From an optimization exercise on the open Yosys and OpenROAD flow, aimed at small area, a short achievable clock period and few clock cycles per item; shortcuts taken in it are not production practice.
No run shown here included a check of the RTL's function; only the layout flow was run.
Power figures rest on the tool's default switching activity, not on a simulated workload.

### flow/design.v
package apm_pkg;
  localparam int unsigned DataBits   = 32;
  localparam int unsigned RpmBits    = 30;
  localparam int unsigned CfgIdxBits = 2;
  localparam logic [CfgIdxBits-1:0] CfgDebounce    = 2'd0;
  localparam logic [CfgIdxBits-1:0] CfgStopTimeout = 2'd1;
  localparam logic [CfgIdxBits-1:0] CfgSpeedScale  = 2'd2;
  localparam logic OpPulse = 1'b0;
  localparam logic OpPoll  = 1'b1;
  localparam logic [DataBits-1:0] DebounceReset = 32'd40000;
  localparam logic [DataBits-1:0] StopReset     = 32'd3000000;
  localparam logic [DataBits-1:0] ScaleReset    = 32'd558584000;
  localparam logic [DataBits-1:0] RpmQ4Num = 32'd960000000;
  localparam int unsigned     MphNumBits = 18;
  localparam int unsigned     MphDenBits = 17;
  localparam logic [MphNumBits-1:0] MphNum = 18'd223694;
  localparam logic [MphDenBits-1:0] MphDen = 17'd100000;
  localparam int unsigned     ProdBits     = DataBits + MphNumBits;
  localparam int unsigned     MphDigitBits = 4;
  localparam int unsigned     MphSteps     = (ProdBits + MphDigitBits - 1) / MphDigitBits;
  localparam int unsigned     MphQuotBits  = MphSteps * MphDigitBits;
  localparam int unsigned DivSteps = DataBits;
  localparam int unsigned CntBits  = $clog2(DivSteps);
  localparam int unsigned QueueDepth     = 2;
  localparam int unsigned QueuePtrBits   = $clog2(QueueDepth);
  localparam int unsigned QueueCountBits = $clog2(QueueDepth + 1);
  typedef struct packed {
    logic                operation;
    logic [DataBits-1:0] now_us;
  } in_word_t;
  typedef struct packed {
    logic                pulse_accepted;
    logic [DataBits-1:0] revolutions;
    logic [DataBits-1:0] period_us;
    logic [RpmBits-1:0]  rpm_q4;
    logic [DataBits-1:0] speed_mm_per_s;
    logic [DataBits-1:0] speed_milli_mph;
  } out_word_t;
  typedef struct packed {
    logic                pulse_accepted;
    logic [DataBits-1:0] revolutions;
    logic [DataBits-1:0] period_us;
  } job_t;
endpackage
module anemometer_period_speed_meter_top (
  input  logic                           clk_i,
  input  logic                           rst_ni,
  input  logic                           in_valid_i,
  output logic                           in_ready_o,
  input  apm_pkg::in_word_t              in_word_i,
  output logic                           out_valid_o,
  input  logic                           out_ready_i,
  output apm_pkg::out_word_t             out_word_o,
  input  logic                           cfg_we_i,
  input  logic [apm_pkg::CfgIdxBits-1:0] cfg_index_i,
  input  logic [apm_pkg::DataBits-1:0]   cfg_data_i
);
  localparam logic [31:0] RpmNum = apm_pkg::RpmQ4Num;
  logic [31:0] deb_q, stop_q, scale_q;
  always_ff @(posedge clk_i or negedge rst_ni) begin
    if (!rst_ni) begin
      deb_q   <= apm_pkg::DebounceReset;
      stop_q  <= apm_pkg::StopReset;
      scale_q <= apm_pkg::ScaleReset;
    end else if (cfg_we_i) begin
      case (cfg_index_i)
        apm_pkg::CfgDebounce:    deb_q   <= cfg_data_i;
        apm_pkg::CfgStopTimeout: stop_q  <= cfg_data_i;
        apm_pkg::CfgSpeedScale:  scale_q <= cfg_data_i;
        default: ;
      endcase
    end
  end
  logic        in_v_q;
  logic        in_op_q;
  logic [31:0] in_now_q, in_deb_q, in_stop_q;
  assign in_ready_o = ~in_v_q;
  always_ff @(posedge clk_i) begin
    if (!in_v_q) begin
      in_op_q   <= in_word_i.operation;
      in_now_q  <= in_word_i.now_us;
      in_deb_q  <= deb_q;
      in_stop_q <= stop_q;
    end
  end
  typedef enum logic [1:0] {
    StIdle,
    StInit,
    StDiv
  } state_e;
  state_e      state_q;
  logic        out_valid_q;
  logic        cache_q;            
  logic [31:0] last_q;
  logic        pulse_q;
  logic [31:0] rev_q, per_q;
  logic [31:0] quo_r_q, quo_s_q;   
  logic [31:0] mph_q;
  logic [29:0] rem_r_q;
  logic [31:0] rem_s_q;
  logic [16:0] rem_m_q;            
  logic        sat_q;
  logic [4:0]  cnt_q;
  assign out_valid_o = out_valid_q;
  assign out_word_o  = {pulse_q, rev_q, per_q, quo_r_q[29:0], quo_s_q, mph_q};
  logic [31:0] elapsed;
  logic        pulse_ok, set_per, clr_per, fire;
  assign elapsed  = in_now_q - last_q;
  assign pulse_ok = (in_op_q == apm_pkg::OpPulse) && (elapsed >= in_deb_q);
  assign set_per  = pulse_ok && (last_q != '0);
  assign clr_per  = (in_op_q == apm_pkg::OpPoll) && (last_q != '0) && (elapsed > in_stop_q);
  assign fire     = in_v_q && (state_q == StIdle) && (!out_valid_q || out_ready_i);
  logic [32:0] tr_r, tr_s, dr, ds;
  logic        qr, qs;
  logic [29:0] rem_r_d;
  logic [31:0] rem_s_d;
  assign tr_r = {2'b0, rem_r_q, quo_r_q[31]};
  assign tr_s = {rem_s_q, quo_s_q[31]};
  assign dr   = tr_r - {1'b0, per_q};
  assign ds   = tr_s - {1'b0, per_q};
  assign qr   = ~dr[32];
  assign qs   = ~ds[32];
  assign rem_r_d = qr ? dr[29:0] : tr_r[29:0];
  assign rem_s_d = qs ? ds[31:0] : tr_s[31:0];
  logic [18:0] m0, m1, m2, m3;
  logic [16:0] rem_m_d;
  logic [2:0]  mv;
  logic [33:0] mph_sum;
  logic        sat_d;
  assign m0 = {1'b0, rem_m_q, 1'b0};
  assign m1 = m0 - 19'd100000;
  assign m2 = m0 - 19'd76306;
  assign m3 = m0 - 19'd176306;
  always_comb begin
    if (!qs) begin
      if (m1[18]) begin rem_m_d = m0[16:0]; mv = 3'd0; end
      else        begin rem_m_d = m1[16:0]; mv = 3'd1; end
    end else begin
      if (m2[18])      begin rem_m_d = m0[16:0] + 17'd23694; mv = 3'd2; end
      else if (m3[18]) begin rem_m_d = m2[16:0]; mv = 3'd3; end
      else             begin rem_m_d = m3[16:0]; mv = 3'd4; end
    end
  end
  assign mph_sum = {1'b0, mph_q, 1'b0} + {31'b0, mv};
  assign sat_d   = sat_q | (|mph_sum[33:32]);
  logic [1:0]  skip;
  logic [63:0] num_s, num_r;
  always_comb begin
    if      (per_q[31:24] != '0) skip = 2'd3;
    else if (per_q[23:16] != '0) skip = 2'd2;
    else if (per_q[15:8]  != '0) skip = 2'd1;
    else                         skip = 2'd0;
  end
  assign num_s = {32'b0, scale_q} << {skip, 3'b0};
  assign num_r = {32'b0, RpmNum} << {skip, 3'b0};
  always_ff @(posedge clk_i or negedge rst_ni) begin
    if (!rst_ni) begin
      in_v_q      <= 1'b0;
      state_q     <= StIdle;
      out_valid_q <= 1'b0;
      cache_q     <= 1'b0;
      last_q      <= '0;
      rev_q       <= '0;
      per_q       <= '0;
    end else begin
      if (!in_v_q && in_valid_i) in_v_q <= 1'b1;
      if (out_ready_i) out_valid_q <= 1'b0;
      if (cfg_we_i && cfg_index_i == apm_pkg::CfgSpeedScale) cache_q <= 1'b0;
      unique case (state_q)
        StIdle: begin
          if (fire) begin
            in_v_q <= 1'b0;
            if (pulse_ok) begin
              last_q <= in_now_q;
              rev_q  <= rev_q + 1'b1;
            end
            if (set_per)      per_q <= elapsed;
            else if (clr_per) per_q <= '0;
            if (set_per || (!clr_per && per_q != '0 && !cache_q)) begin
              out_valid_q <= 1'b0;
              state_q     <= StInit;
            end else begin
              out_valid_q <= 1'b1;
              if (clr_per || per_q == '0) cache_q <= 1'b1;
            end
          end
        end
        StInit: begin
          if (per_q == '0) begin
            out_valid_q <= 1'b1;
            cache_q     <= 1'b1;
            state_q     <= StIdle;
          end else begin
            state_q <= StDiv;
          end
        end
        StDiv: begin
          if (cnt_q == '0) begin
            out_valid_q <= 1'b1;
            cache_q     <= 1'b1;
            state_q     <= StIdle;
          end
        end
        default: state_q <= StIdle;
      endcase
    end
  end
  always_ff @(posedge clk_i) begin
    unique case (state_q)
      StIdle: begin
        if (fire) begin
          pulse_q <= pulse_ok;
          if (!set_per && (clr_per || per_q == '0)) begin
            quo_r_q <= '0;
            quo_s_q <= '0;
            mph_q   <= '0;
          end
        end
      end
      StInit: begin
        rem_r_q <= num_r[61:32];
        quo_r_q <= (per_q == '0) ? '0 : num_r[31:0];
        rem_s_q <= num_s[63:32];
        quo_s_q <= (per_q == '0) ? '0 : num_s[31:0];
        rem_m_q <= '0;
        mph_q   <= '0;
        sat_q   <= 1'b0;
        cnt_q   <= {~skip, 3'b111};
      end
      StDiv: begin
        rem_r_q <= rem_r_d;
        quo_r_q <= {quo_r_q[30:0], qr};
        rem_s_q <= rem_s_d;
        quo_s_q <= {quo_s_q[30:0], qs};
        rem_m_q <= rem_m_d;
        sat_q   <= sat_d;
        mph_q   <= sat_d ? '1 : mph_sum[31:0];
        cnt_q   <= cnt_q - 1'b1;
      end
      default: ;
    endcase
  end
endmodule
### flow/run.sh
#!/bin/bash
# synth_recipe.tcl (not shown) runs the flow's synth.tcl, then flattens the netlist and writes it again
# the make line also repeats each setting of config.mk as NAME=value (left out here)
make -C /OpenROAD-flow-scripts/flow DESIGN_CONFIG=/design/flow/config.mk WORK_HOME=/design/flow/orfs CLKGATE_MAP_FILE= SYNTH_SCRIPT=/design/flow/synth_recipe.tcl finish
### flow/config.mk
export PLATFORM = sky130hd
export DESIGN_NAME = anemometer_period_speed_meter_top
export DESIGN_NICKNAME = anemometer_period_speed_meter_top
export VERILOG_FILES = /design/flow/design.v
export SDC_FILE = /design/flow/constraint.sdc
export NUM_CORES = 4
export LEC_CHECK = 0
export CAP_MARGIN = 20
export CORE_MARGIN = 2
export CORE_UTILIZATION = 40
export SLEW_MARGIN = 20
### flow/constraint.sdc
create_clock -name core_clock -period 9.0 [get_ports {clk_i}]
set_input_delay 1.8000 -clock core_clock [delete_from_list [all_inputs] [get_ports {clk_i}]]
set_output_delay 1.8000 -clock core_clock [all_outputs]
set_load 0.01 [all_outputs]
==> insert_results.sql, run 1 <==
INSERT INTO impl_metrics (metric_group, metric, value, unit) VALUES
('logic_synthesis', 'post_synth_and_or_nand_nor_area_fraction', '12.9', '%'),
('cts', 'cts_made_buffers', '53', ''),
('logic_synthesis', 'yosys.area_share.adder', '8.39', '%'),
('logic_synthesis', 'synth.cell_area', '27300', 'um^2'),
('pwr', 'switching_part_of_the_total_power', '44.4', '%'),
('placed_design', 'place_worst_setup_slack', '2.35', 'ns'),
('cells_and_area', 'layout.nets', '3018', ''),
('logic_synthesis', 'muxShareOfSynthArea', '6.27', '%'),
('pwr', 'p_seq_share', '28.9', '%'),
('timing', 'fin_crit', '6.73', 'ns'),
('detailed_routing', 'post-route-drc-count', '0', ''),
('cts', 'cts_post_setup_buffers_inserted', '0', ''),
('cts', 'ctsHoldBuffers', '0', ''),
('timing', 'timing.final.hold_violations', '0', ''),
('pwr', 'max_rail_drop_vdd', '228', 'uV'),
('logic_synthesis', 'netlist-cell-type-count', '86', ''),
('detailed_routing', 'post_drt_wl_per_cell', '19.7', 'um'),
('placed_design', 'post-dp-hpwl', '53.3', 'mm'),
('global_routing', 'grt_overflow_total', '0', ''),
('die', 'start_util', '40.5', '%'),
('placed_design', 'buffer_ports.inserted', '232', ''),
('detailed_routing', 'iteration_0_drc_count_of_the_detailed_router', '1513', ''),
('cts', 'cts_resized', '0', ''),
('run_status', 'outcome', 'complete, no violations', ''),
('cts', 'clock-sinks', '475', ''),
('timing', 'slew_at_the_pin_with_the_worst_max_slew_slack', '1.07', 'ns'),
('cts', 'clock_path_buffers', '3', ''),
('timing', 'rsz0062_at_grt', 'no', ''),
('cts', 'clkTransAtPathRegs', '0.06', 'ns'),
('cts', 'clock_network_latency_to_the_later_pin_of_the_worst_skew_pair', '0.61', 'ns'),
('critical_path', 'worst_ep_required_time', '9.26', 'ns'),
('logic_synthesis', 'synthXorXnorAreaFrac', '4.36', '%'),
('cts', 'tritoncts', 'done', ''),
('pwr', 'comb_power_share', '56.3', '%'),
('pwr', 'clockPowerShare', '14.9', '%'),
('logic_synthesis', 'yosysSeqAreaShare', '48.7', '%'),
('timing', 'setup_tns', '0', 'ns'),
('detailed_routing', 'total_routed_wirelength', '72.4', 'mm'),
('critical_path', 'kind_of_start_point_of_the_critical_path', 'flop', ''),
('critical_path', 'critical_path_class', 'reg -> reg', ''),
('global_routing', 'grt_start_max_net_pins', '122', ''),
('die', 'design.portCount', '233', ''),
('detailed_routing', 'first_pass_iters', '6', ''),
('logic_synthesis', 'synth_edf_count', '278', ''),
('critical_path', 'worst_setup_path_end_kind', 'flop', ''),
('cells_and_area', 'layout_fillers', '6076', ''),
('timing', 'relSlewSlack', '27.6', '%'),
('logic_synthesis', 'synth_fp_nets', '2839', ''),
('placed_design', 'routabilityCongestion', '0.915', ''),
('die', 'dieHeight', '265', 'um'),
('logic_synthesis', 'synth_compound_gate_area_share', '14.7', '%'),
('min_path', 'timing.hold.worst.class', 'reg -> reg', ''),
('timing', 'final_worst_slack', '2.27', 'ns'),
('cells_and_area', 'antenna_cells_inserted', '0', ''),
('cells_and_area', 'area.sequential', '13300', 'um^2'),
('timing', 'post-route-period-util', '74.8', '%'),
('cells_and_area', 'fin_util', '47.7', '%'),
('die', 'placementRows', '95', ''),
('timing', 'report.final.setup_viol', '0', ''),
('cts', 'cts_htree_levels', '2', ''),
('detailed_routing', 'dr_total_vias', '20300', ''),
('die', 'die_footprint', '70400', 'um^2'),
('flow_run', 'max_cap_violations', '0', ''),
('global_routing', 'antenna_found_initial', '0', ''),
('cts', 'clockRootBuffer', 'sky130_fd_sc_hd__clkbuf_16', ''),
('logic_synthesis', 'ys_dominant_reg_cell', 'sky130_fd_sc_hd__edfxtp_1', ''),
('timing', 'fin_worst_skew', '0.0164', 'ns'),
('logic_synthesis', 'ys_ff_latch', '475', ''),
('cells_and_area', 'multi_input_comb_area', '12800', 'um^2'),
('logic_synthesis', 'number_of_instances_in_the_synthesized_netlist', '2587', ''),
('detailed_routing', 'antenna_violating_nets_post_route', '0', '');
## synthesized netlist by cell type, types with 63 or more instances
cell	number	area, um^2
sky130_fd_sc_hd__o21ai_0	98	490
sky130_fd_sc_hd__xnor2_1	75	657
sky130_fd_sc_hd__ha_1	176	2200
sky130_fd_sc_hd__nand3_1	78	390
sky130_fd_sc_hd__mux2_2	129	1450
sky130_fd_sc_hd__a21oi_1	191	956
sky130_fd_sc_hd__nand2_1	237	890
sky130_fd_sc_hd__dfrtp_1	172	4300
sky130_fd_sc_hd__a21o_1	63	473
sky130_fd_sc_hd__clkbuf_1	82	308
sky130_fd_sc_hd__nor2_1	149	559
sky130_fd_sc_hd__edfxtp_1	278	8350
sky130_fd_sc_hd__inv_1	177	664
## path summary, 6_finish.rpt
check,to,cells after the start,startpoint,slack (ns)
worst max-delay path,mph_q[29],22,in_now_q[4],2.27
worst min-delay path,in_stop_q[27],0,stop_q[27],0.44
worst max register to register,mph_q[29],22,in_now_q[4],2.27
worst min register to register,in_stop_q[27],0,stop_q[27],0.44
max in group asynchronous,stop_q[15],3,rst_ni,6.29
min in group asynchronous,rev_q[7],1,rst_ni,1.32
## critical path: stages (launching register included)
cell	delay, ns
sky130_fd_sc_hd__edfxtp_1	0.40
sky130_fd_sc_hd__ha_1	0.36
sky130_fd_sc_hd__or4_1	0.50
sky130_fd_sc_hd__o21a_1	0.15
sky130_fd_sc_hd__o211a_1	0.19
sky130_fd_sc_hd__a21oi_2	0.24
sky130_fd_sc_hd__o221ai_2	0.17
sky130_fd_sc_hd__o31a_1	0.33
sky130_fd_sc_hd__a221o_1	0.34
sky130_fd_sc_hd__a21oi_1	0.19
sky130_fd_sc_hd__xnor2_1	0.23
sky130_fd_sc_hd__ha_1	0.32
sky130_fd_sc_hd__a21o_1	0.19
sky130_fd_sc_hd__a21o_1	0.17
sky130_fd_sc_hd__a21oi_1	0.14
sky130_fd_sc_hd__o21ai_0	0.10
sky130_fd_sc_hd__a221oi_1	0.28
sky130_fd_sc_hd__o21ai_1	0.20
sky130_fd_sc_hd__or3b_2	0.27
sky130_fd_sc_hd__o211ai_1	0.15
sky130_fd_sc_hd__a21oi_4	0.18
sky130_fd_sc_hd__buf_4	0.65
sky130_fd_sc_hd__buf_4	0.52
## metal layers
layer / wire length (um) / vias to the layer above / global-route usage, %
met3: 2960 / 121 / 2.86
li1: - / 9775 / -
met4: 2150 / 0 / 6.20
met5: 0 / - / 0
met2: 35800 / 476 / 35.5
met1: 31500 / 9977 / 26.1
## cells by family after synthesis
| logic type | after synthesis |
|---|---|
| compound gates | 607 |
| simple gates | 724 |
| buf+inv | 309 |
| fa+ha+maj | 181 |
| mux | 155 |
| flops | 475 |
| xor+xnor | 136 |
## metrics by stage
step,total power [mW],std cells
6_report,14.6,3683
5_1_grt,15.8,3683
4_1_cts,14.7,3682
3_5_place_dp,12.4,3583
3_3_place_gp,12.2,3583
2_1_floorplan,9.92,2587
## final cells by class
cell class | instances | share of cell area [%]
clock inverter | 20 | 0.436
clock buffer | 79 | 5.05
multi-input combinational | 1803 | 39.8
timing repair buffer | 254 | 7.82
tap | 873 | 3.40
inverter | 179 | 2.10
sequential | 475 | 41.4
## power groups by stage
| stage | logic (mW) | clock network [mW] | registers (mW) |
|---|---|---|---|
| floorplan | 5.85 | 0 | 4.06 |
| global placement | 8.01 | 0 | 4.22 |
| detailed placement | 8.16 | 0 | 4.25 |
| CTS | 8.22 | 2.23 | 4.22 |
| global route | 9.17 | 2.31 | 4.32 |
| finish | 8.22 | 2.17 | 4.22 |
## cell usage in the layout (no fill, tap or decap), types with 61 or more instances in the layout
master,n
sky130_fd_sc_hd__inv_1,176
sky130_fd_sc_hd__dfrtp_1,172
sky130_fd_sc_hd__clkdlybuf4s50_1,231
sky130_fd_sc_hd__a21o_1,63
sky130_fd_sc_hd__nand3_1,78
sky130_fd_sc_hd__a21oi_1,189
sky130_fd_sc_hd__xnor2_1,75
sky130_fd_sc_hd__ha_1,174
sky130_fd_sc_hd__xor2_1,61
sky130_fd_sc_hd__o21ai_0,98
sky130_fd_sc_hd__nand2_1,237
sky130_fd_sc_hd__edfxtp_1,278
sky130_fd_sc_hd__nor2_1,148
sky130_fd_sc_hd__mux2_2,129
==> inputs of run 2 (changes only) <==
--- a/flow/design.v
+++ b/flow/design.v
@@ -71,24 +71,12 @@
       endcase
     end
   end
-  logic        in_v_q;
-  logic        in_op_q;
-  logic [31:0] in_now_q, in_deb_q, in_stop_q;
-  assign in_ready_o = ~in_v_q;
-  always_ff @(posedge clk_i) begin
-    if (!in_v_q) begin
-      in_op_q   <= in_word_i.operation;
-      in_now_q  <= in_word_i.now_us;
-      in_deb_q  <= deb_q;
-      in_stop_q <= stop_q;
-    end
-  end
-  typedef enum logic [1:0] {
+  typedef enum logic [0:0] {
     StIdle,
-    StInit,
     StDiv
   } state_e;
   state_e      state_q;
+  logic        in_v_q;
   logic        out_valid_q;
   logic        cache_q;            
   logic [31:0] last_q;
@@ -101,15 +89,68 @@
   logic [16:0] rem_m_q;            
   logic        sat_q;
   logic [4:0]  cnt_q;
+  assign in_ready_o  = ~in_v_q;
   assign out_valid_o = out_valid_q;
   assign out_word_o  = {pulse_q, rev_q, per_q, quo_r_q[29:0], quo_s_q, mph_q};
+  logic        in_op_q;
+  logic [31:0] in_now_q;
+  logic        in_deb_ok_q, in_stop_q, in_elz_q;
+  logic [1:0]  in_skip_q;
+  logic [31:0] a_now, a_el;
+  logic        a_wrap, a_deb_ok, a_stop;
+  logic [33:0] a_x, a_y;
+  logic [1:0]  a_skip;
+  assign a_now  = in_word_i.now_us;
+  assign a_el   = a_now - last_q;
+  assign a_wrap = a_now < last_q;
+  logic [33:0] x_s, x_c, y_s, y_c, x_a, x_b, x_d, y_d;
+  assign x_a = {2'b00, a_now};
+  assign x_b = {2'b11, ~last_q};
+  assign x_d = {2'b11, ~deb_q};
+  assign y_d = {2'b11, ~stop_q};
+  assign x_s = x_a ^ x_b ^ x_d;
+  assign x_c = {(x_a[32:0] & x_b[32:0]) | (x_a[32:0] & x_d[32:0]) | (x_b[32:0] & x_d[32:0]), 1'b1};
+  assign y_s = x_a ^ x_b ^ y_d;
+  assign y_c = {(x_a[32:0] & x_b[32:0]) | (x_a[32:0] & y_d[32:0]) | (x_b[32:0] & y_d[32:0]), 1'b0};
+  assign a_x = x_s + x_c + 34'd1;
+  assign a_y = y_s + y_c + 34'd1;
+  assign a_deb_ok = a_wrap ? !(a_x[33] && !a_x[32]) : !a_x[33];
+  assign a_stop   = a_wrap ? !(a_y[33] && !a_y[32]) : !a_y[33];
+  always_comb begin
+    if      (a_el[31:24] != '0) a_skip = 2'd3;
+    else if (a_el[23:16] != '0) a_skip = 2'd2;
+    else if (a_el[15:8]  != '0) a_skip = 2'd1;
+    else                        a_skip = 2'd0;
+  end
+  always_ff @(posedge clk_i) begin
+    if (!in_v_q) begin
+      in_op_q     <= in_word_i.operation;
+      in_now_q    <= a_now;
+      in_deb_ok_q <= a_deb_ok;
+      in_stop_q   <= a_stop;
+      in_elz_q    <= a_now == last_q;
+      in_skip_q   <= a_skip;
+    end
+  end
   logic [31:0] elapsed;
-  logic        pulse_ok, set_per, clr_per, fire;
+  logic        last_nz, per_nz, pulse_ok, set_per, clr_per, fire, go_div, go_zero;
+  logic [1:0]  per_skip, skip;
   assign elapsed  = in_now_q - last_q;
-  assign pulse_ok = (in_op_q == apm_pkg::OpPulse) && (elapsed >= in_deb_q);
-  assign set_per  = pulse_ok && (last_q != '0);
-  assign clr_per  = (in_op_q == apm_pkg::OpPoll) && (last_q != '0) && (elapsed > in_stop_q);
+  assign last_nz  = last_q != '0;
+  assign per_nz   = per_q != '0;
+  assign pulse_ok = (in_op_q == apm_pkg::OpPulse) && in_deb_ok_q;
+  assign set_per  = pulse_ok && last_nz;
+  assign clr_per  = (in_op_q == apm_pkg::OpPoll) && last_nz && in_stop_q;
   assign fire     = in_v_q && (state_q == StIdle) && (!out_valid_q || out_ready_i);
+  assign go_div   = set_per ? !in_elz_q : (!clr_per && per_nz && !cache_q);
+  assign go_zero  = set_per ? in_elz_q : (clr_per || !per_nz);
+  always_comb begin
+    if      (per_q[31:24] != '0) per_skip = 2'd3;
+    else if (per_q[23:16] != '0) per_skip = 2'd2;
+    else if (per_q[15:8]  != '0) per_skip = 2'd1;
+    else                         per_skip = 2'd0;
+  end
+  assign skip = set_per ? in_skip_q : per_skip;
   logic [32:0] tr_r, tr_s, dr, ds;
   logic        qr, qs;
   logic [29:0] rem_r_d;
@@ -143,14 +184,7 @@
   end
   assign mph_sum = {1'b0, mph_q, 1'b0} + {31'b0, mv};
   assign sat_d   = sat_q | (|mph_sum[33:32]);
-  logic [1:0]  skip;
   logic [63:0] num_s, num_r;
-  always_comb begin
-    if      (per_q[31:24] != '0) skip = 2'd3;
-    else if (per_q[23:16] != '0) skip = 2'd2;
-    else if (per_q[15:8]  != '0) skip = 2'd1;
-    else                         skip = 2'd0;
-  end
   assign num_s = {32'b0, scale_q} << {skip, 3'b0};
   assign num_r = {32'b0, RpmNum} << {skip, 3'b0};
   always_ff @(posedge clk_i or negedge rst_ni) begin
@@ -176,22 +210,13 @@
             end
             if (set_per)      per_q <= elapsed;
             else if (clr_per) per_q <= '0;
-            if (set_per || (!clr_per && per_q != '0 && !cache_q)) begin
+            if (go_div) begin
               out_valid_q <= 1'b0;
-              state_q     <= StInit;
+              state_q     <= StDiv;
             end else begin
               out_valid_q <= 1'b1;
-              if (clr_per || per_q == '0) cache_q <= 1'b1;
+              if (go_zero) cache_q <= 1'b1;
             end
-          end
-        end
-        StInit: begin
-          if (per_q == '0) begin
-            out_valid_q <= 1'b1;
-            cache_q     <= 1'b1;
-            state_q     <= StIdle;
-          end else begin
-            state_q <= StDiv;
           end
         end
         StDiv: begin
@@ -210,22 +235,21 @@
       StIdle: begin
         if (fire) begin
           pulse_q <= pulse_ok;
-          if (!set_per && (clr_per || per_q == '0)) begin
+          rem_r_q <= num_r[61:32];
+          rem_s_q <= num_s[63:32];
+          rem_m_q <= '0;
+          sat_q   <= 1'b0;
+          cnt_q   <= {~skip, 3'b111};
+          if (go_div) begin
+            quo_r_q <= num_r[31:0];
+            quo_s_q <= num_s[31:0];
+            mph_q   <= '0;
+          end else if (go_zero) begin
             quo_r_q <= '0;
             quo_s_q <= '0;
             mph_q   <= '0;
           end
         end
-      end
-      StInit: begin
-        rem_r_q <= num_r[61:32];
-        quo_r_q <= (per_q == '0) ? '0 : num_r[31:0];
-        rem_s_q <= num_s[63:32];
-        quo_s_q <= (per_q == '0) ? '0 : num_s[31:0];
-        rem_m_q <= '0;
-        mph_q   <= '0;
-        sat_q   <= 1'b0;
-        cnt_q   <= {~skip, 3'b111};
       end
       StDiv: begin
         rem_r_q <= rem_r_d;
==> run 2 against run 1 <==
Compared with the run above:
- still clean on timing, DRC and antenna
- sequential power decreased by 12%
- critical path depth up 1
- setup slack better by 0.52 ns
- die area rose by 2.0%
- register-to-register slack better by 0.52 ns
- clock skew grew 0.0088 ns
- via count increased by 6.7%
- clock power decreased by 5%
- cell count grew 6.5%
- count of clock-buffer cells in the layout is 4 lower
- combinational power is 5.0% higher
- critical endpoint is now mph_q[22]
==> insert_results.sql, run 2 <==
INSERT INTO impl_metrics (metric_group, metric, value, unit) VALUES
('critical_path', 'timing.reg2reg.worst_path_depth', '23', ''),
('timing', 'fin_worst_skew', '0.0252', 'ns'),
('cells_and_area', 'layout.cells.non_filler', '3924', ''),
('timing', 'slew_viol_final', '0', ''),
('critical_path', 'logic_depth_of_the_worst_path_buffers_included', '23', ''),
('detailed_routing', 'post-route-drc-count', '0', ''),
('logic_synthesis', 'synth.largest_area_cell', 'sky130_fd_sc_hd__edfxtp_1', ''),
('detailed_routing', 'dr_total_vias', '21700', ''),
('timing', 'timing.final.hold_violations', '0', ''),
('detailed_routing', 'total_routed_wirelength', '84.3', 'mm'),
('critical_path', 'critical-path-top-delay-family', 'simple AND/OR/NAND/NOR gates', ''),
('die', 'die_width', '268', 'um'),
('timing', 'relSlewSlack', '34.3', '%'),
('timing', 'maxClockFrequency', '0.161', 'GHz'),
('placed_design', 'buffer_ports.inserted', '232', ''),
('critical_path', 'cpMaxStageDelayCell', 'sky130_fd_sc_hd__xor2_4', ''),
('logic_synthesis', 'number_of_instances_in_the_synthesized_netlist', '2781', ''),
('detailed_routing', 'first_pass_iters', '8', ''),
('pwr', 'power.leakage', '13.6', 'nW'),
('critical_path', 'critPathMaxStageDelay', '0.78', 'ns'),
('logic_synthesis', 'ys_top_cells_by_count', 'sky130_fd_sc_hd__nand2_1 (265), sky130_fd_sc_hd__edfxtp_1 (219), sky130_fd_sc_hd__a21oi_1 (208)', ''),
('cts', 'cts_made_buffers', '50', ''),
('detailed_routing', 'drt-vias-per-instance', '5.53', ''),
('critical_path', 'worst_ep_required_time', '9.44', 'ns'),
('critical_path', 'worstPathArrival', '6.65', 'ns'),
('critical_path', 'crit_end', 'mph_q[22]', ''),
('logic_synthesis', 'synth_edf_count', '219', ''),
('cts', 'cts_resized', '0', ''),
('die', 'coreArea', '68800', 'um^2'),
('timing', 'rsz0062_at_grt', 'no', ''),
('cts', 'tritoncts', 'done', ''),
('global_routing', 'grt_pass1_vias', '21700', ''),
('cts', 'clock_network_latency_to_the_later_pin_of_the_worst_skew_pair', '0.62', 'ns'),
('logic_synthesis', 'ys_ff_latch', '415', ''),
('run_status', 'outcome', 'complete, no violations', ''),
('global_routing', 'grt_start_max_net_pins', '93', ''),
('logic_synthesis', 'post-synth-top-count-cell', 'sky130_fd_sc_hd__nand2_1', ''),
('flow_run', 'max_cap_violations', '0', ''),
('die', 'die_footprint', '71800', 'um^2'),
('cts', 'ctsHoldBuffers', '0', ''),
('cells_and_area', 'layout.nets', '3292', ''),
('critical_path', 'cp.buffers_inverters', '3', ''),
('critical_path', 'reg2reg_setup_slack', '2.79', 'ns'),
('cells_and_area', 'layout-drive-gt1-share', '7.72', '%'),
('logic_synthesis', 'synth_fp_nets', '3123', ''),
('critical_path', 'critical_path_class', 'reg -> reg', ''),
('logic_synthesis', 'ys_top_cells_by_area', 'sky130_fd_sc_hd__edfxtp_1 (24%), sky130_fd_sc_hd__dfrtp_1 (15%), sky130_fd_sc_hd__ha_1 (9.1%), sky130_fd_sc_hd__fa_1 (4.8%), sky130_fd_sc_hd__a21oi_1 (3.7%)', ''),
('die', 'start_util', '40.5', '%'),
('cts', 'clock-sinks', '415', ''),
('cts', 'clockRootBuffer', 'sky130_fd_sc_hd__clkbuf_16', ''),
('critical_path', 'r2r_end', 'mph_q[22]', ''),
('logic_synthesis', 'netlist-cell-type-count', '85', ''),
('critical_path', 'crit_path_cell_trace', 'inv_1 -> ha_1 -> a21o_1 -> nor3_1 -> a211oi_2 -> or4b_4 -> a41oi_2 -> a211oi_4 -> xor2_4 -> and2_1 -> ha_1 -> inv_1 -> fa_1 -> nor2_1 -> and2_1 -> nor2b_1 -> and2_1 -> nor2b_1 -> nand2_1 -> nand3_1 -> a21oi_2 -> buf_4 -> a21oi_1', ''),
('detailed_routing', 'antenna_violating_nets_post_route', '0', ''),
('placed_design', 'routabilityCongestion', '0.920', ''),
('critical_path', 'kind_of_start_point_of_the_critical_path', 'flop', ''),
('timing', 'slew_at_the_pin_with_the_worst_max_slew_slack', '0.986', 'ns'),
('die', 'dieHeight', '268', 'um'),
('timing', 'report.final.setup_viol', '0', ''),
('critical_path', 'cp_common_cell', 'sky130_fd_sc_hd__and2_1', ''),
('placed_design', 'post-dp-hpwl', '64.7', 'mm'),
('critical_path', 'startpoint', 'per_q[5]', ''),
('logic_synthesis', 'synth_top_area_share', '23.6', '%'),
('global_routing', 'grt_pass1_wl', '129', 'mm'),
('logic_synthesis', 'synth.cell_area', '27900', 'um^2'),
('cts', 'cts_htree_levels', '2', ''),
('critical_path', 'worst_r2r_startpoint', 'per_q[5]', ''),
('global_routing', 'antenna_found_initial', '3', ''),
('cells_and_area', 'layout_common_cells', 'sky130_fd_sc_hd__nand2_1 (264), sky130_fd_sc_hd__clkdlybuf4s50_1 (231), sky130_fd_sc_hd__edfxtp_1 (219), sky130_fd_sc_hd__a21oi_1 (206), sky130_fd_sc_hd__ha_1 (203)', ''),
('detailed_routing', 'post_drt_wl_per_cell', '21.5', 'um'),
('timing', 'setup_tns', '0', 'ns'),
('critical_path', 'worst_setup_path_end_kind', 'flop', ''),
('die', 'design.portCount', '233', ''),
('placed_design', 'dpl.cell_count', '3829', ''),
('logic_synthesis', 'ys_dominant_reg_cell', 'sky130_fd_sc_hd__edfxtp_1', ''),
('critical_path', 'timing.critical_path.fanout_max', '33', ''),
('global_routing', 'gr-usage-all-layers', '23.3', '%'),
('cells_and_area', 'mostFrequentLayoutCell', 'sky130_fd_sc_hd__nand2_1', ''),
('cts', 'clock_path_buffers', '3', ''),
('timing', 'fin_crit', '6.21', 'ns'),
('detailed_routing', 'iteration_0_drc_count_of_the_detailed_router', '1592', ''),
('global_routing', 'grt_overflow_total', '0', ''),
('logic_synthesis', 'postSynth.asyncResetShare', '47.2', '%'),
('pwr', 'powerDensity', '441', 'nW/um^2'),
('logic_synthesis', 'yosysSeqAreaShare', '41.3', '%'),
('min_path', 'timing.hold.worst.class', 'reg -> reg', ''),
('cells_and_area', 'syn2layout_area_growth', '17.0', '%'),
('timing', 'post-route-period-util', '69.0', '%'),
('cts', 'cts_post_setup_buffers_inserted', '0', ''),
('logic_synthesis', 'yosysWarnings', '1', ''),
('die', 'placementRows', '96', ''),
('pwr', 'max_rail_drop_vdd', '300', 'uV'),
('logic_synthesis', 'synth_area_per_inst', '10.0', 'um^2'),
('cts', 'clkTransAtPathRegs', '0.06', 'ns');
==> run 2: cells by family (layout without fill, tap and decap cells) <==
| family | Yosys count | after routing | share of synthesized area [%] |
|---|---|---|---|
| compound gates | 724 | 724 | 16.4 |
| xor+xnor | 169 | 169 | 5.38 |
| fa+ha+maj | 273 | 273 | 14.0 |
| buf+inv | 326 | 537 | 4.91 |
| flops | 415 | 415 | 41.3 |
| mux | 149 | 149 | 5.66 |
| other cells | 0 | 1 | 0 |
| simple gates | 725 | 725 | 12.3 |
==> run 2: power breakdown <==
part	leakage, nW	switching [mW]	internal, mW
clock network	0.812	0.864	1.19
logic	8.12	4.99	3.64
registers	4.66	0.628	3.08
==> run 2: worst min path at each step <==
stage                           start        end  cells after the start  slack [ns]
after floorplan               cache_q    cache_q                      2        0.45
after global placement      rev_q[31]  rev_q[31]                      1        0.46
after detailed placement  in_now_q[0]  last_q[0]                      2        0.47
after CTS                 in_now_q[0]  last_q[0]                      2        0.49
after global routing         rev_q[7]   rev_q[7]                      1        0.51
final                     in_now_q[0]  last_q[0]                      2        0.49
==> run 2: metal layers <==
| layer | global-route usage, % | share of wire [%] | routed length, um |
|---|---|---|---|
| met2 | 38.7 | 48 | 40200 |
| met1 | 31.4 | 44 | 37100 |
| met3 | 2.93 | 4.8 | 4050 |
| met4 | 8.17 | 3.4 | 2860 |
| met5 | 0 | 0.015 | 13 |
==> run 2: through the flow <==
| stage | hold WS, ns | area [um^2] | util [%] | worst slack, ns | total power, mW |
|---|---|---|---|---|---|
| final | 0.487 | 32600 | 47.4 | 2.79 | 14.4 |
| after global routing | 0.509 | 32600 | 47.4 | 2.26 | 15.5 |
| after CTS | 0.488 | 32600 | 47.4 | 2.81 | 14.4 |
| after detailed placement | 0.474 | 31000 | 45.0 | 2.86 | 12.3 |
| after global placement | 0.463 | 30900 | 45.0 | 3.03 | 12.1 |
| after floorplan | 0.450 | 27900 | - | 2.10 | 9.74 |
==> run 2: layout make-up <==
class | count | area, um^2
antenna | 1 | 2.50
clock buffer | 75 | 1470
clock inverter | 19 | 190
fill | 6390 | 36200
inverter | 188 | 706
multi-input combinational | 2040 | 15100
sequential | 415 | 11500
tap | 931 | 1160
timing repair buffer | 255 | 2500
==> run 2: worst reg2reg max path, cell delays in order, from the launching register on <==
cell and delay, ns:
sky130_fd_sc_hd__dfrtp_1 0.40, sky130_fd_sc_hd__inv_1 0.09, sky130_fd_sc_hd__ha_1 0.35, sky130_fd_sc_hd__a21o_1 0.22
sky130_fd_sc_hd__nor3_1 0.29, sky130_fd_sc_hd__a211oi_2 0.16, sky130_fd_sc_hd__or4b_4 0.55, sky130_fd_sc_hd__a41oi_2 0.24
sky130_fd_sc_hd__a211oi_4 0.07, sky130_fd_sc_hd__xor2_4 0.78, sky130_fd_sc_hd__and2_1 0.25, sky130_fd_sc_hd__ha_1 0.17
sky130_fd_sc_hd__inv_1 0.06, sky130_fd_sc_hd__fa_1 0.39, sky130_fd_sc_hd__nor2_1 0.18, sky130_fd_sc_hd__and2_1 0.20
sky130_fd_sc_hd__nor2b_1 0.30, sky130_fd_sc_hd__and2_1 0.22, sky130_fd_sc_hd__nor2b_1 0.34, sky130_fd_sc_hd__nand2_1 0.16
sky130_fd_sc_hd__nand3_1 0.12, sky130_fd_sc_hd__a21oi_2 0.06, sky130_fd_sc_hd__buf_4 0.24, sky130_fd_sc_hd__a21oi_1 0.20
==> inputs of run 3 (changes only) <==
--- a/flow/config.mk
+++ b/flow/config.mk
@@ -5,6 +5,7 @@
 export SDC_FILE = /design/flow/constraint.sdc
 export NUM_CORES = 4
 export LEC_CHECK = 0
+export ABC_CLOCK_PERIOD_IN_PS = 3500
 export CAP_MARGIN = 20
 export CORE_MARGIN = 2
 export CORE_UTILIZATION = 40
==> run 3 against run 2 <==
Compared with the run above:
- still clean on timing, DRC and antenna
- via count unchanged
- hold slack unchanged
- combinational power about the same
- area after synthesis unchanged
==> insert_results.sql, run 3 <==
INSERT INTO impl_metrics (metric_group, metric, value, unit) VALUES
('run_status', 'outcome', 'complete, no violations', ''),
('cells_and_area', 'layout_common_cells', 'sky130_fd_sc_hd__nand2_1 (264), sky130_fd_sc_hd__clkdlybuf4s50_1 (231), sky130_fd_sc_hd__edfxtp_1 (219), sky130_fd_sc_hd__a21oi_1 (206), sky130_fd_sc_hd__ha_1 (203)', ''),
('detailed_routing', 'total_routed_wirelength', '84.3', 'mm'),
('timing', 'report.final.setup_viol', '0', ''),
('die', 'die_width', '268', 'um'),
('critical_path', 'worst_setup_path_end_kind', 'flop', ''),
('cells_and_area', 'syn2layout_area_growth', '17.0', '%'),
('detailed_routing', 'iteration_0_drc_count_of_the_detailed_router', '1592', ''),
('die', 'design.portCount', '233', ''),
('global_routing', 'antenna_found_initial', '3', ''),
('pwr', 'max_rail_drop_vdd', '300', 'uV'),
('timing', 'slew_viol_final', '0', ''),
('die', 'dieHeight', '268', 'um'),
('cts', 'ctsHoldBuffers', '0', ''),
('cts', 'cts_resized', '0', ''),
('timing', 'relSlewSlack', '34.3', '%'),
('timing', 'fin_crit', '6.21', 'ns'),
('placed_design', 'dpl.cell_count', '3829', ''),
('detailed_routing', 'post_drt_wl_per_cell', '21.5', 'um'),
('logic_synthesis', 'ys_dominant_reg_cell', 'sky130_fd_sc_hd__edfxtp_1', ''),
('critical_path', 'timing.critical_path.fanout_max', '33', ''),
('pwr', 'total_power', '14.4', 'mW'),
('global_routing', 'grt_pass1_vias', '21700', ''),
('die', 'die_footprint', '71800', 'um^2'),
('critical_path', 'worstPathArrival', '6.65', 'ns'),
('cts', 'clockRootBuffer', 'sky130_fd_sc_hd__clkbuf_16', ''),
('pwr', 'powerDensity', '441', 'nW/um^2'),
('die', 'start_util', '40.5', '%'),
('logic_synthesis', 'synth.cell_area', '27900', 'um^2'),
('logic_synthesis', 'synth.largest_area_cell', 'sky130_fd_sc_hd__edfxtp_1', ''),
('cells_and_area', 'layout.nets', '3292', ''),
('detailed_routing', 'first_pass_iters', '8', ''),
('logic_synthesis', 'ys_top_cells_by_area', 'sky130_fd_sc_hd__edfxtp_1 (24%), sky130_fd_sc_hd__dfrtp_1 (15%), sky130_fd_sc_hd__ha_1 (9.1%), sky130_fd_sc_hd__fa_1 (4.8%), sky130_fd_sc_hd__a21oi_1 (3.7%)', ''),
('critical_path', 'kind_of_start_point_of_the_critical_path', 'flop', ''),
('global_routing', 'grt_start_max_net_pins', '93', ''),
('placed_design', 'post-dp-hpwl', '64.7', 'mm'),
('cts', 'clock-sinks', '415', ''),
('cts', 'clkTransAtPathRegs', '0.06', 'ns'),
('placed_design', 'routabilityCongestion', '0.920', ''),
('logic_synthesis', 'yosysWarnings', '1', ''),
('placed_design', 'buffer_ports.inserted', '232', ''),
('cts', 'tritoncts', 'done', ''),
('logic_synthesis', 'synth_edf_count', '219', ''),
('timing', 'final_worst_slack', '2.79', 'ns'),
('timing', 'timing.final.hold_violations', '0', ''),
('timing', 'post-route-period-util', '69.0', '%'),
('critical_path', 'worst_ep_required_time', '9.44', 'ns'),
('logic_synthesis', 'ys_ff_latch', '415', ''),
('logic_synthesis', 'synth_area_per_inst', '10.0', 'um^2'),
('global_routing', 'gr-usage-all-layers', '23.3', '%'),
('logic_synthesis', 'synth_fp_nets', '3123', ''),
('detailed_routing', 'post-route-drc-count', '0', ''),
('logic_synthesis', 'netlist-cell-type-count', '85', ''),
('die', 'coreArea', '68800', 'um^2'),
('timing', 'rsz0062_at_grt', 'no', ''),
('cts', 'cts_made_buffers', '50', ''),
('logic_synthesis', 'yosysSeqAreaShare', '41.3', '%'),
('logic_synthesis', 'number_of_instances_in_the_synthesized_netlist', '2781', ''),
('cells_and_area', 'layout.cells.non_filler', '3924', ''),
('cells_and_area', 'layout-drive-gt1-share', '7.72', '%'),
('logic_synthesis', 'postSynth.asyncResetShare', '47.2', '%'),
('cts', 'cts_post_setup_buffers_inserted', '0', ''),
('timing', 'slew_at_the_pin_with_the_worst_max_slew_slack', '0.986', 'ns'),
('die', 'placementRows', '96', ''),
('critical_path', 'critical_path_class', 'reg -> reg', ''),
('min_path', 'timing.hold.worst.class', 'reg -> reg', ''),
('detailed_routing', 'drt-vias-per-instance', '5.53', ''),
('detailed_routing', 'antenna_violating_nets_post_route', '0', ''),
('cells_and_area', 'mostFrequentLayoutCell', 'sky130_fd_sc_hd__nand2_1', ''),
('cts', 'clock_path_buffers', '3', ''),
('placed_design', 'place_worst_setup_slack', '2.86', 'ns'),
('logic_synthesis', 'synth_top_area_share', '23.6', '%'),
('cts', 'clock_network_latency_to_the_later_pin_of_the_worst_skew_pair', '0.62', 'ns'),
('timing', 'fin_worst_skew', '0.0252', 'ns'),
('global_routing', 'grt_pass1_wl', '129', 'mm'),
('cts', 'cts_htree_levels', '2', ''),
('timing', 'setup_tns', '0', 'ns'),
('global_routing', 'grt_overflow_total', '0', ''),
('logic_synthesis', 'ys_top_cells_by_count', 'sky130_fd_sc_hd__nand2_1 (265), sky130_fd_sc_hd__edfxtp_1 (219), sky130_fd_sc_hd__a21oi_1 (208)', ''),
('flow_run', 'max_cap_violations', '0', ''),
('pwr', 'power.leakage', '13.6', 'nW'),
('timing', 'maxClockFrequency', '0.161', 'GHz'),
('logic_synthesis', 'post-synth-top-count-cell', 'sky130_fd_sc_hd__nand2_1', ''),
('detailed_routing', 'dr_total_vias', '21700', '');
-- run 3: cell counts after synthesis --
No cell type changed its count.
-- run 3: logic make-up (layout without fill, tap and decap cells) --
family / Yosys count / after routing / synth area share (%)
adders and majority gates: 273 / 273 / 14.0
AOI/OAI and AO/OA: 724 / 724 / 16.4
other: 0 / 1 / 0
buffers and inverters: 326 / 537 / 4.91
muxes: 149 / 149 / 5.66
DFF: 415 / 415 / 41.3
xor gates and xnor gates: 169 / 169 / 5.38
and+or+nand+nor: 725 / 725 / 12.3
-- run 3: final cells by class --
cell class,instances,area (um^2)
Clock buffer,75,1470
Clock inverter,19,190
Antenna cell,1,2.50
Inverter,188,706
Sequential cell,415,11500
Multi-Input combinational cell,2040,15100
Fill cell,6390,36200
Tap cell,931,1160
Timing Repair Buffer,255,2500
-- run 3: worst max-delay path: stages, from the launching register on --
cell	delay (ns)
sky130_fd_sc_hd__dfrtp_1	0.40
sky130_fd_sc_hd__inv_1	0.09
sky130_fd_sc_hd__ha_1	0.35
sky130_fd_sc_hd__a21o_1	0.22
sky130_fd_sc_hd__nor3_1	0.29
sky130_fd_sc_hd__a211oi_2	0.16
sky130_fd_sc_hd__or4b_4	0.55
sky130_fd_sc_hd__a41oi_2	0.24
sky130_fd_sc_hd__a211oi_4	0.07
sky130_fd_sc_hd__xor2_4	0.78
sky130_fd_sc_hd__and2_1	0.24
sky130_fd_sc_hd__ha_1	0.17
sky130_fd_sc_hd__inv_1	0.06
sky130_fd_sc_hd__fa_1	0.39
sky130_fd_sc_hd__nor2_1	0.18
sky130_fd_sc_hd__and2_1	0.20
sky130_fd_sc_hd__nor2b_1	0.30
sky130_fd_sc_hd__and2_1	0.22
sky130_fd_sc_hd__nor2b_1	0.34
sky130_fd_sc_hd__nand2_1	0.16
sky130_fd_sc_hd__nand3_1	0.12
sky130_fd_sc_hd__a21oi_2	0.06
sky130_fd_sc_hd__buf_4	0.24
sky130_fd_sc_hd__a21oi_1	0.19
-- run 3: final timing paths --
check | start | end | slack (ns) | cells past startpoint
setup / recovery | per_q[5] | mph_q[22] | 2.79 | 23
hold / removal | in_now_q[0] | last_q[0] | 0.49 | 2
setup reg to reg | per_q[5] | mph_q[22] | 2.79 | 23
hold reg to reg | in_now_q[0] | last_q[0] | 0.49 | 2
max in group asynchronous | rst_ni | state_q | 6.42 | 2
min in group asynchronous | rst_ni | stop_q[26] | 1.19 | 1
-- run 3: layer usage --
metal | track usage (%) | wire, um | part of all wire, % | up-vias
met3 | 2.93 | 4050 | 4.8 | 132
met5 | 0 | 13 | 0.015 | -
li1 | - | - | - | 10300
met1 | 31.4 | 37100 | 44 | 10700
met2 | 38.7 | 40200 | 48 | 525
met4 | 8.17 | 2860 | 3.4 | 2
-- run 3: power by group --
group / total, mW / internal, mW / leakage [nW] / switching, mW
Clock: 2.06 / 1.19 / 0.812 / 0.864
Combinational: 8.63 / 3.64 / 8.12 / 4.99
Sequential: 3.71 / 3.08 / 4.66 / 0.628
Total: 14.4 / 7.92 / 13.6 / 6.48
-- run 3: stage by stage --
stage	hold slack (ns)	util [%]	instance area, um^2
after CTS	0.488	47.4	32600
after detailed placement	0.474	45.0	31000
after global placement	0.463	45.0	30900
after floorplan	0.450	-	27900
after global routing	0.509	47.4	32600
final	0.487	47.4	32600

[re-timing with driven ports]
The flow's constraints put no driver on any port. The routed layouts listed below were extracted and timed again, unchanged, in two steps. Step 1, drivers: a clkbuf_16 drives clk_i and a buf_2 each remaining input, both assumed. Step 2 moves the port delays by t, midway between the first and last clock arrival at a register: inputs arrive t later, outputs are due t later. That takes back most of the time a late clock gives input paths. Slacks: ideal ports / drivers / drivers and shift; pairs: ideal ports / drivers.
| run | shift t [ns] | setup slack, ns | worst data-port slew with drivers (ns) |
|---|---|---|---|
| run 1 | 0.667 | 2.271 / 2.271 / 2.271 | 0.06 |
| run 2 | 0.669 | 2.788 / 2.788 / 2.788 | 0.08 |
| run 3 | 0.669 | 2.788 / 2.788 / 2.788 | 0.08 |
After both steps every run listed still meets setup and hold.
